This is an optimization exercise on Yosys and OpenROAD, whose aim is small area, a short achievable clock period and few clock cycles, not a production implementation. The RTL was checked by simulation tests, not by an equivalence proof against the original design. Power and IR drop assume default switching activity.

[flow/run.sh]
#!/bin/bash
# synth_recipe.tcl (not shown) runs the flow's synth.tcl, then flattens the netlist and writes it again
# the make line also repeats each setting of config.mk as NAME=value (left out here)
make -C /OpenROAD-flow-scripts/flow DESIGN_CONFIG=/design/flow/config.mk WORK_HOME=/design/flow/orfs CLKGATE_MAP_FILE= SYNTH_SCRIPT=/design/flow/synth_recipe.tcl finish
[flow/config.mk]
export PLATFORM = sky130hd
export DESIGN_NAME = battleship_top
export DESIGN_NICKNAME = battleship_top
export VERILOG_FILES = /design/flow/design.v
export SDC_FILE = /design/flow/constraint.sdc
export NUM_CORES = 4
export LEC_CHECK = 0
export CAP_MARGIN = 20
export CORE_MARGIN = 2
export CORE_UTILIZATION = 40
export SLEW_MARGIN = 20
[flow/constraint.sdc]
create_clock -name core_clock -period 9.0 [get_ports {clk}]
set_input_delay 1.8000 -clock core_clock [delete_from_list [all_inputs] [get_ports {clk}]]
set_output_delay 1.8000 -clock core_clock [all_outputs]
set_load 0.01 [all_outputs]
[flow/design.v]
`default_nettype none
package battleship_pkg;
    localparam int BOARD_ROWS  = 10;
    localparam int BOARD_COLS  = 10;
    localparam int NUM_SHIPS   = 5;
    localparam int FLEET_CELLS = 17;         
    typedef logic [3:0] coord_t;             
    typedef logic [2:0] ship_len_t;          
    typedef logic [2:0] ship_idx_t;          
    typedef logic [4:0] hit_count_t;         
    localparam logic [3*NUM_SHIPS-1:0] SHIP_LENGTHS = {3'd2, 3'd3, 3'd3, 3'd4, 3'd5};
    typedef enum logic [1:0] {
        cell_empty = 2'b00,
        cell_miss  = 2'b01,
        cell_hit   = 2'b10,
        cell_ship  = 2'b11
    } cell_t;
    typedef enum logic [2:0] {
        rk_placed   = 3'd0,
        rk_rejected = 3'd1,
        rk_miss     = 3'd2,
        rk_hit      = 3'd3,
        rk_win      = 3'd4
    } report_kind_t;
    typedef struct packed {
        logic   player;
        logic   horizontal;                  
        coord_t row;
        coord_t col;
    } request_t;
    typedef struct packed {
        report_kind_t kind;
        coord_t       row;
        coord_t       col;
        logic         player;                
    } report_t;
endpackage
`default_nettype wire
`timescale 1ns/1ps
`default_nettype none
module board_mem #(
    parameter int BOARD_ROWS = battleship_pkg::BOARD_ROWS,
    parameter int BOARD_COLS = battleship_pkg::BOARD_COLS
) (
    input  logic                   clk,
    input  logic                   reset,
    input  logic                   we,
    input  battleship_pkg::coord_t row,
    input  battleship_pkg::coord_t col,
    input  battleship_pkg::cell_t  cell_wr,
    output battleship_pkg::cell_t  cell_rd
);
    battleship_pkg::cell_t grid [BOARD_ROWS][BOARD_COLS];   
    logic  on_grid;
    assign on_grid = (int'(row) < BOARD_ROWS) && (int'(col) < BOARD_COLS);
    always_ff @(posedge clk)
    begin
        if (reset)
        begin
            for (int r = 0; r < BOARD_ROWS; r++)
            begin
                for (int c = 0; c < BOARD_COLS; c++)
                begin
                    grid[r][c] <= battleship_pkg::cell_empty;   
                end
            end
        end
        else if (we && on_grid)
        begin
            grid[row][col] <= cell_wr;
        end
    end
    assign cell_rd = on_grid ? grid[row][col] : battleship_pkg::cell_empty;
endmodule
`default_nettype wire
`timescale 1ns/1ps
`default_nettype none
module cell_walker #(
    parameter int BOARD_ROWS = battleship_pkg::BOARD_ROWS,
    parameter int BOARD_COLS = battleship_pkg::BOARD_COLS
) (
    input  logic                      clk,
    input  logic                      reset,
    input  logic                      walk_start,
    input  battleship_pkg::coord_t    walk_row,
    input  battleship_pkg::coord_t    walk_col,
    input  logic                      walk_horizontal,
    input  battleship_pkg::ship_len_t walk_len,
    output battleship_pkg::coord_t    cur_row,
    output battleship_pkg::coord_t    cur_col,
    output logic                      walk_last
);
    battleship_pkg::ship_len_t remain;       
    logic      active;
    logic      horiz;        
    assign walk_last = active && (remain == '0);
    always_ff @(posedge clk)
    begin
        if (reset)
        begin
            active  <= 1'b0;
            horiz   <= 1'b0;
            remain  <= '0;
            cur_row <= '0;
            cur_col <= '0;
        end
        else if (walk_start)
        begin
            active  <= 1'b1;
            horiz   <= walk_horizontal;
            remain  <= walk_len - 1'b1;
            cur_row <= walk_row;
            cur_col <= walk_col;
        end
        else if (walk_last)
            active <= 1'b0;
        else if (active)
        begin
            remain <= remain - 1'b1;
            if (horiz)
            begin
                if (int'(cur_col) < BOARD_COLS - 1)
                    cur_col <= cur_col + 1'b1;
            end
            else if (int'(cur_row) < BOARD_ROWS - 1)
                cur_row <= cur_row + 1'b1;
        end
    end
endmodule
`default_nettype wire
`timescale 1ns/1ps
`default_nettype none
module fleet_tracker (
    input  logic                      clk,
    input  logic                      reset,
    input  logic                      track_player,    
    input  logic                      place_done,
    input  logic                      hit_done,
    output battleship_pkg::ship_len_t next_len,
    output logic                      fleet_placed,
    output logic                      final_hit
);
    battleship_pkg::ship_idx_t  ship_idx [2];    
    battleship_pkg::hit_count_t hit_cnt  [2];    
    battleship_pkg::ship_idx_t  cur_idx;
    assign cur_idx      = ship_idx[track_player];
    assign fleet_placed = (cur_idx == battleship_pkg::ship_idx_t'(battleship_pkg::NUM_SHIPS));
    assign next_len     = fleet_placed ? '0 : battleship_pkg::ship_len_t'(battleship_pkg::SHIP_LENGTHS >> (3 * cur_idx));
    assign final_hit    = (hit_cnt[track_player] == battleship_pkg::hit_count_t'(battleship_pkg::FLEET_CELLS - 1));
    always_ff @(posedge clk)
    begin
        if (reset)
        begin
            ship_idx[0] <= '0;
            ship_idx[1] <= '0;
            hit_cnt[0]  <= '0;
            hit_cnt[1]  <= '0;
        end
        else
        begin
            if (place_done && !fleet_placed)
                ship_idx[track_player] <= cur_idx + 1'b1;
            if (hit_done)
                hit_cnt[track_player] <= hit_cnt[track_player] + 1'b1;
        end
    end
endmodule
`default_nettype wire
`timescale 1ns/1ps
`default_nettype none
module game_ctrl #(
    parameter int BOARD_ROWS = battleship_pkg::BOARD_ROWS,
    parameter int BOARD_COLS = battleship_pkg::BOARD_COLS
) (
    input  logic                      clk,
    input  logic                      reset,
    input  logic                      read,
    input  battleship_pkg::request_t  req,
    input  battleship_pkg::cell_t     cell_rd0,
    input  battleship_pkg::cell_t     cell_rd1,
    input  battleship_pkg::coord_t    cur_row,
    input  battleship_pkg::coord_t    cur_col,
    input  logic                      walk_last,
    input  battleship_pkg::ship_len_t next_len,
    input  logic                      fleet_placed,
    input  logic                      final_hit,
    output logic                      walk_start,
    output battleship_pkg::coord_t    walk_row,
    output battleship_pkg::coord_t    walk_col,
    output logic                      walk_horizontal,
    output battleship_pkg::ship_len_t walk_len,
    output logic                      we0,
    output logic                      we1,
    output battleship_pkg::cell_t     cell_wr,
    output logic                      place_done,
    output logic                      hit_done,
    output logic                      track_player,
    output battleship_pkg::report_t   data_out,
    output logic                      data_ready
);
    typedef enum logic [2:0] {
        st_idle,     
        st_check,    
        st_scan,     
        st_write,    
        st_done,     
        st_shot      
    } state_t;
    typedef enum logic [1:0] {ph_place, ph_shoot, ph_over} phase_t;
    state_t       state, next_state;
    phase_t       phase;
    logic         expected;          
    battleship_pkg::request_t     req_q;             
    logic         req_ok;
    logic         fits;
    logic         wr_en;
    battleship_pkg::cell_t        cell_rd;
    logic         rep_en;
    battleship_pkg::report_kind_t rep_kind;
    battleship_pkg::coord_t       rep_row, rep_col;
    assign track_player    = (phase == ph_place) ? req_q.player : ~req_q.player;
    assign cell_rd         = track_player ? cell_rd1 : cell_rd0;
    assign we0             = wr_en && !track_player;
    assign we1             = wr_en && track_player;
    assign walk_row        = req_q.row;
    assign walk_col        = req_q.col;
    assign walk_horizontal = req_q.horizontal;
    assign walk_len        = (phase == ph_place) ? next_len : battleship_pkg::ship_len_t'(1);   
    always_comb
    begin
        fits = 1'b0;
        case (phase)
            ph_place:
                if (req_q.horizontal)
                    fits = (int'(req_q.row) < BOARD_ROWS)
                        && (int'(req_q.col) + int'(next_len) <= BOARD_COLS);
                else
                    fits = (int'(req_q.col) < BOARD_COLS)
                        && (int'(req_q.row) + int'(next_len) <= BOARD_ROWS);
            ph_shoot:
                fits = (int'(req_q.row) < BOARD_ROWS) && (int'(req_q.col) < BOARD_COLS);
            default:
                fits = 1'b0;                 
        endcase
        req_ok = fits && (req_q.player == expected);
    end
    always_comb
    begin
        next_state = state;
        walk_start = 1'b0;
        wr_en      = 1'b0;
        cell_wr    = battleship_pkg::cell_empty;
        place_done = 1'b0;
        hit_done   = 1'b0;
        rep_en     = 1'b0;
        rep_kind   = battleship_pkg::rk_rejected;            
        rep_row    = req_q.row;
        rep_col    = req_q.col;
        case (state)
            st_idle:
                if (read)
                    next_state = st_check;
            st_check:
                if (req_ok)
                begin
                    walk_start = 1'b1;
                    next_state = (phase == ph_place) ? st_scan : st_shot;
                end
                else
                begin
                    rep_en     = 1'b1;       
                    next_state = st_idle;
                end
            st_scan:
                if (cell_rd != battleship_pkg::cell_empty)
                begin
                    rep_en     = 1'b1;       
                    next_state = st_idle;
                end
                else if (walk_last)
                begin
                    walk_start = 1'b1;       
                    next_state = st_write;
                end
            st_write:
            begin
                wr_en   = 1'b1;
                cell_wr = battleship_pkg::cell_ship;
                if (walk_last)
                begin
                    place_done = 1'b1;
                    next_state = st_done;
                end
            end
            st_done:
            begin
                rep_en     = 1'b1;
                rep_kind   = battleship_pkg::rk_placed;
                next_state = st_idle;
            end
            st_shot:
            begin
                rep_en     = 1'b1;
                rep_row    = cur_row;        
                rep_col    = cur_col;
                next_state = st_idle;
                if (cell_rd == battleship_pkg::cell_empty)
                begin
                    wr_en    = 1'b1;
                    cell_wr  = battleship_pkg::cell_miss;
                    rep_kind = battleship_pkg::rk_miss;
                end
                else if (cell_rd == battleship_pkg::cell_ship)
                begin
                    wr_en    = 1'b1;
                    cell_wr  = battleship_pkg::cell_hit;
                    hit_done = 1'b1;
                    rep_kind = final_hit ? battleship_pkg::rk_win : battleship_pkg::rk_hit;
                end
            end
            default:
                next_state = st_idle;
        endcase
    end
    always_ff @(posedge clk)
    begin
        if (state == st_idle && read)
            req_q <= req;
    end
    always_ff @(posedge clk)
    begin
        if (reset)
        begin
            state      <= st_idle;
            phase      <= ph_place;
            expected   <= 1'b0;              
            data_out   <= '0;
            data_ready <= 1'b0;
        end
        else
        begin
            state      <= next_state;
            data_ready <= rep_en;
            if (rep_en)
                data_out <= {rep_kind, rep_row, rep_col, req_q.player};
            if (state == st_done && fleet_placed)
            begin
                if (req_q.player)
                begin
                    phase    <= ph_shoot;
                    expected <= 1'b0;        
                end
                else
                    expected <= 1'b1;
            end
            if (state == st_shot && wr_en)
            begin
                expected <= ~expected;
                if (hit_done && final_hit)
                    phase <= ph_over;
            end
        end
    end
endmodule
`default_nettype wire
`timescale 1ns/1ps
`default_nettype none
module battleship_top #(
    parameter int BOARD_ROWS = battleship_pkg::BOARD_ROWS,
    parameter int BOARD_COLS = battleship_pkg::BOARD_COLS
) (
    input  logic                      clk,
    input  logic                      reset,
    input  logic                      read,          
    input  logic [9:0]                req,           
    output logic [11:0]               data_out,      
    output logic                      data_ready     
);
    battleship_pkg::request_t  req_s;
    battleship_pkg::report_t   data_out_s;
    assign req_s    = req;
    assign data_out = data_out_s;
    battleship_pkg::coord_t    cur_row, cur_col;
    logic      walk_last;
    logic      walk_start, walk_horizontal;
    battleship_pkg::coord_t    walk_row, walk_col;
    battleship_pkg::ship_len_t walk_len;
    logic      we0, we1;
    battleship_pkg::cell_t     cell_wr;
    battleship_pkg::cell_t     cell_rd0, cell_rd1;
    battleship_pkg::ship_len_t next_len;
    logic      fleet_placed, final_hit;
    logic      place_done, hit_done, track_player;
    game_ctrl #(
        .BOARD_ROWS (BOARD_ROWS),
        .BOARD_COLS (BOARD_COLS)
    ) ctrl_i (
        .clk             (clk),
        .reset           (reset),
        .read            (read),
        .req             (req_s),
        .cell_rd0        (cell_rd0),
        .cell_rd1        (cell_rd1),
        .cur_row         (cur_row),
        .cur_col         (cur_col),
        .walk_last       (walk_last),
        .next_len        (next_len),
        .fleet_placed    (fleet_placed),
        .final_hit       (final_hit),
        .walk_start      (walk_start),
        .walk_row        (walk_row),
        .walk_col        (walk_col),
        .walk_horizontal (walk_horizontal),
        .walk_len        (walk_len),
        .we0             (we0),
        .we1             (we1),
        .cell_wr         (cell_wr),
        .place_done      (place_done),
        .hit_done        (hit_done),
        .track_player    (track_player),
        .data_out        (data_out_s),
        .data_ready      (data_ready)
    );
    cell_walker #(
        .BOARD_ROWS (BOARD_ROWS),
        .BOARD_COLS (BOARD_COLS)
    ) walker_i (
        .clk             (clk),
        .reset           (reset),
        .walk_start      (walk_start),
        .walk_row        (walk_row),
        .walk_col        (walk_col),
        .walk_horizontal (walk_horizontal),
        .walk_len        (walk_len),
        .cur_row         (cur_row),
        .cur_col         (cur_col),
        .walk_last       (walk_last)
    );
    fleet_tracker tracker_i (
        .clk          (clk),
        .reset        (reset),
        .track_player (track_player),
        .place_done   (place_done),
        .hit_done     (hit_done),
        .next_len     (next_len),
        .fleet_placed (fleet_placed),
        .final_hit    (final_hit)
    );
    board_mem #(
        .BOARD_ROWS (BOARD_ROWS),
        .BOARD_COLS (BOARD_COLS)
    ) board0_i (
        .clk     (clk),
        .reset   (reset),
        .we      (we0),
        .row     (cur_row),
        .col     (cur_col),
        .cell_wr (cell_wr),
        .cell_rd (cell_rd0)
    );
    board_mem #(
        .BOARD_ROWS (BOARD_ROWS),
        .BOARD_COLS (BOARD_COLS)
    ) board1_i (
        .clk     (clk),
        .reset   (reset),
        .we      (we1),
        .row     (cur_row),
        .col     (cur_col),
        .cell_wr (cell_wr),
        .cell_rd (cell_rd1)
    );
endmodule
`default_nettype wire
==> summary.txt <==
Mean Syn Cell Area 11.59 um^2; outcome finished clean; Yosys warnings 4; Slew Limit Headroom 0.1654; Detail Placement HPWL 53570 um; vias per cell ~6.3; first-pass GRT wire length 126900 um; Least-Margin Pin Slew between 1000 and 1500 ps; Num CTS Buffers 57; non-filler cells, final 3145; Synth Instances 2335; Clk pwr share 0.401; area delta synth->final 8.492%; global route overflow 0; Setup Buffers After CTS 0; Syn Std Cell Area between 20000 and 30000 um^2; I/O Pins 26; port bufs 25; cts-stage hold buffer count 0; DIE AREA around 70000 um^2; Fmax 0.1341 GHz; Seq pwr share 0.502; clk buf depth 3; Total GRT Usage 0.2451; TritonCTS clock tree done; MaxCap Viol Count 0; first-iteration detailed-routing DRC count 2684; routed vias ~20000; met2 Track Usage GR 0.3800; chip width about 260 um; combinational share of power 0.098; top cell type's share of synthesized area 0.5969; Total Wirelength between 80000 and 90000 um; Reg clk slew, reported paths ~70 ps; Max Slew Vio Count 0; Worst setup EP type flop; layer with the highest usage met2; Place WS about 1800 ps; Yosys cell types 95; DRT Pass-1 Iters 6; register area share after synthesis 0.6206; area leader, netlist edfxtp_1; prevailing post-synth register cell edfxtp_1; Initial Util 0.4037; GPL Wtd Cong roughly 0.88; switching part of the total 0.2486; Peak VDD IR about 0.14 mV; detailed-route DRC error count 0; critical path type flop to flop; post-route cell area about 29000 um^2; Cell Rows 95; Post-synth EDFFs between 500 and 600; Yosys reg bits between 500 and 600; Clk Latency, worst-skew pair roughly 640 ps; vias in the first global route between 15000 and 20000; synth top area cells edfxtp_1 (60%), nor2_1 (7.6%), o21ai_0 (4.3%), mux2_2 (2.7%), dfxtp_1 (2.4%); Tcrit/Tclk final 0.8287; min cycle time layout approximately 7500 ps; die height 264.1 um; Final WS setup about 1500 ps; Hold Path Class flop to flop; final setup fails 0; Psw between 1 and 1.5 mW; placed cell area 27530 um^2; Final Hold Vio Count 0; M1 GR Usage 0.3348; Post-synth top cells nor2_1 (550), edfxtp_1 (538), o21ai_0 (230); CTS resizes 0; DRT antenna net count 0; dpl cells 3039; Final Skew about 32 ps; Syn Nets 2375; initial antenna violation count 0; core area 67040 um^2; Sink Count 570; RSZ-0062 raised after global routing false; P per Cell Area a little over 200 nW/um^2; most frequent cell after synthesis nor2_1; CTS root buf clkbuf_16; CP Launch Type flop; setup TNS 0 ps; Filler cells a little over 6000; post-synthesis async set-or-reset flop share 0; share of cells above drive strength 1 0.1070; Crit Path Max Fanout 53; CP Data Required Time about 9300 ps; met3 usage 0.05481; largest net degree at the start of global routing between 100 and 150; Final Net Count approximately 2300; leakage power 9.664 nW; detailed-route wire length per cell between 20 and 30 um; cell internal pwr about 4.5 mW; H-tree levels 2; worst path arrival time about 7700 ps
flip-flops by register name, summed over array words and instances, names as in the netlist, 4 cells and up:
register and cells:
tracker_i.ship_idx 6, walker_i.cur_row 4, board1_i.grid 256, ctrl_i.data_out 12
ctrl_i.req_q 10, walker_i.cur_col 4, tracker_i.hit_cnt 10, board0_i.grid 256
cell usage in the layout (no fill, tap or decap), types with 10 or more instances in the layout:
master and instances:
a211oi_1 25, a21oi_1 28, and2_1 10, buf_4 38
clkbuf_1 10, clkbuf_16 57, clkdlybuf4s50_1 25, clkinv_1 11
clkinv_2 13, dfxtp_1 31, edfxtp_1 538, ha_1 22
inv_1 21, mux2_2 66, mux2i_1 54, mux4_2 11
nand2_1 97, nand3_1 16, nor2_1 550, nor2b_1 12
nor3_1 15, o21ai_0 230, o21ai_1 17, o221ai_1 48
o22a_1 10, o22ai_1 96, o31ai_1 15, xnor2_1 13
stage by stage:
step	hold slack, ps	util	power [mW]
after floorplan	466.9	-	3.437
after global placement	482.3	0.4106	3.617
after detailed placement	502.7	0.4107	3.631
after CTS	518.0	0.4379	5.992
after global routing	522.6	0.4380	6.127
final	512.0	0.4380	5.995
cell families after synthesis:
logic type,synth area share
AOI/OAI and AO/OA,0.1327
xor gates and xnor gates,0.007813
DFF,0.6206
and+or+nand+nor,0.1204
buffers and inverters,0.04794
muxes,0.05700
adders and majority gates,0.01359
worst max-delay path, cell delays in order, from the launching register on:
cell and delay, ps:
dfxtp_1 390, ha_4 210, fa_4 1400, or3b_1 950
buf_4 340, o221ai_1 140, a21oi_1 180, a211oi_1 70
a211o_1 350, a32oi_1 270, a32o_1 250, ha_1 280
o21a_1 230, or3_4 380, nor2_4 170, nand3_1 820
o21ai_0 650
power by group through the flow:
stage / clock network (mW) / logic (mW) / registers, mW
final: 2.40 / 0.585 / 3.01
after global routing: 2.50 / 0.617 / 3.01
after CTS: 2.42 / 0.571 / 3.01
after detailed placement: 0 / 0.569 / 3.06
after global placement: 0 / 0.558 / 3.06
after floorplan: 0 / 0.397 / 3.04
routing by layer:
layer,part of all wire,wire length (um)
met2,0.45,39400
met4,0.042,3661
met3,0.12,10280
met1,0.39,33860
met5,0,0
area by class of cell:
cell class                 count  area [um^2]  area share
antenna                        1        2.502  0.00008522
clock buffer                  69         1491     0.05079
clock inverter                36        335.3     0.01142
inverter                      23        88.84    0.003025
multi-input combinational   1510         9019      0.3071
sequential                   570        16800      0.5721
tap                          873         1092     0.03720
timing repair buffer          63        535.5     0.01824
path summary, 6_finish.rpt:
kind	startpoint	endpoint	slack [ps]	cells past startpoint
setup / recovery	walker_i.cur_col[1]$_SDFFE_PP0P_	board0_i.grid[67][0]$_SDFFCE_PN0P_	1540	16
hold / removal	ctrl_i.data_out[3]$_SDFFE_PP0P_	ctrl_i.data_out[3]$_SDFFE_PP0P_	510	2
setup reg to reg	walker_i.cur_col[1]$_SDFFE_PP0P_	board0_i.grid[67][0]$_SDFFCE_PN0P_	1540	16
hold reg to reg	ctrl_i.data_out[3]$_SDFFE_PP0P_	ctrl_i.data_out[3]$_SDFFE_PP0P_	510	2
Testbench counts, summed over its fixed seeds: cycles 10,522.

-- re-timing with driven ports --
The results above use ideal ports. As a check the final layout listed here was re-extracted and re-timed, cells and wires unchanged. Step 1: set_driving_cell puts a clkbuf_16 on clk and a buf_2 on each other input, an assumption about the parent block. Step 2 times the ports against the registers' clock, not the clock port: input delays grow and output delays shrink by t, the midpoint of the rising clock arrivals with the driver on. a / b / c = ideal ports / drivers / drivers and shift; a / b = the first two.
t, ns: 0.679
setup WS [ns]: 1.542 / 1.542 / 1.542
worst slew at a driven data input, ns: 0.04
cell pins on the clock port's net: 1
After both steps setup and hold are still met in this run. The setup slack of this run moves by 0.000 ns with the drivers and by 0.000 ns with both steps.
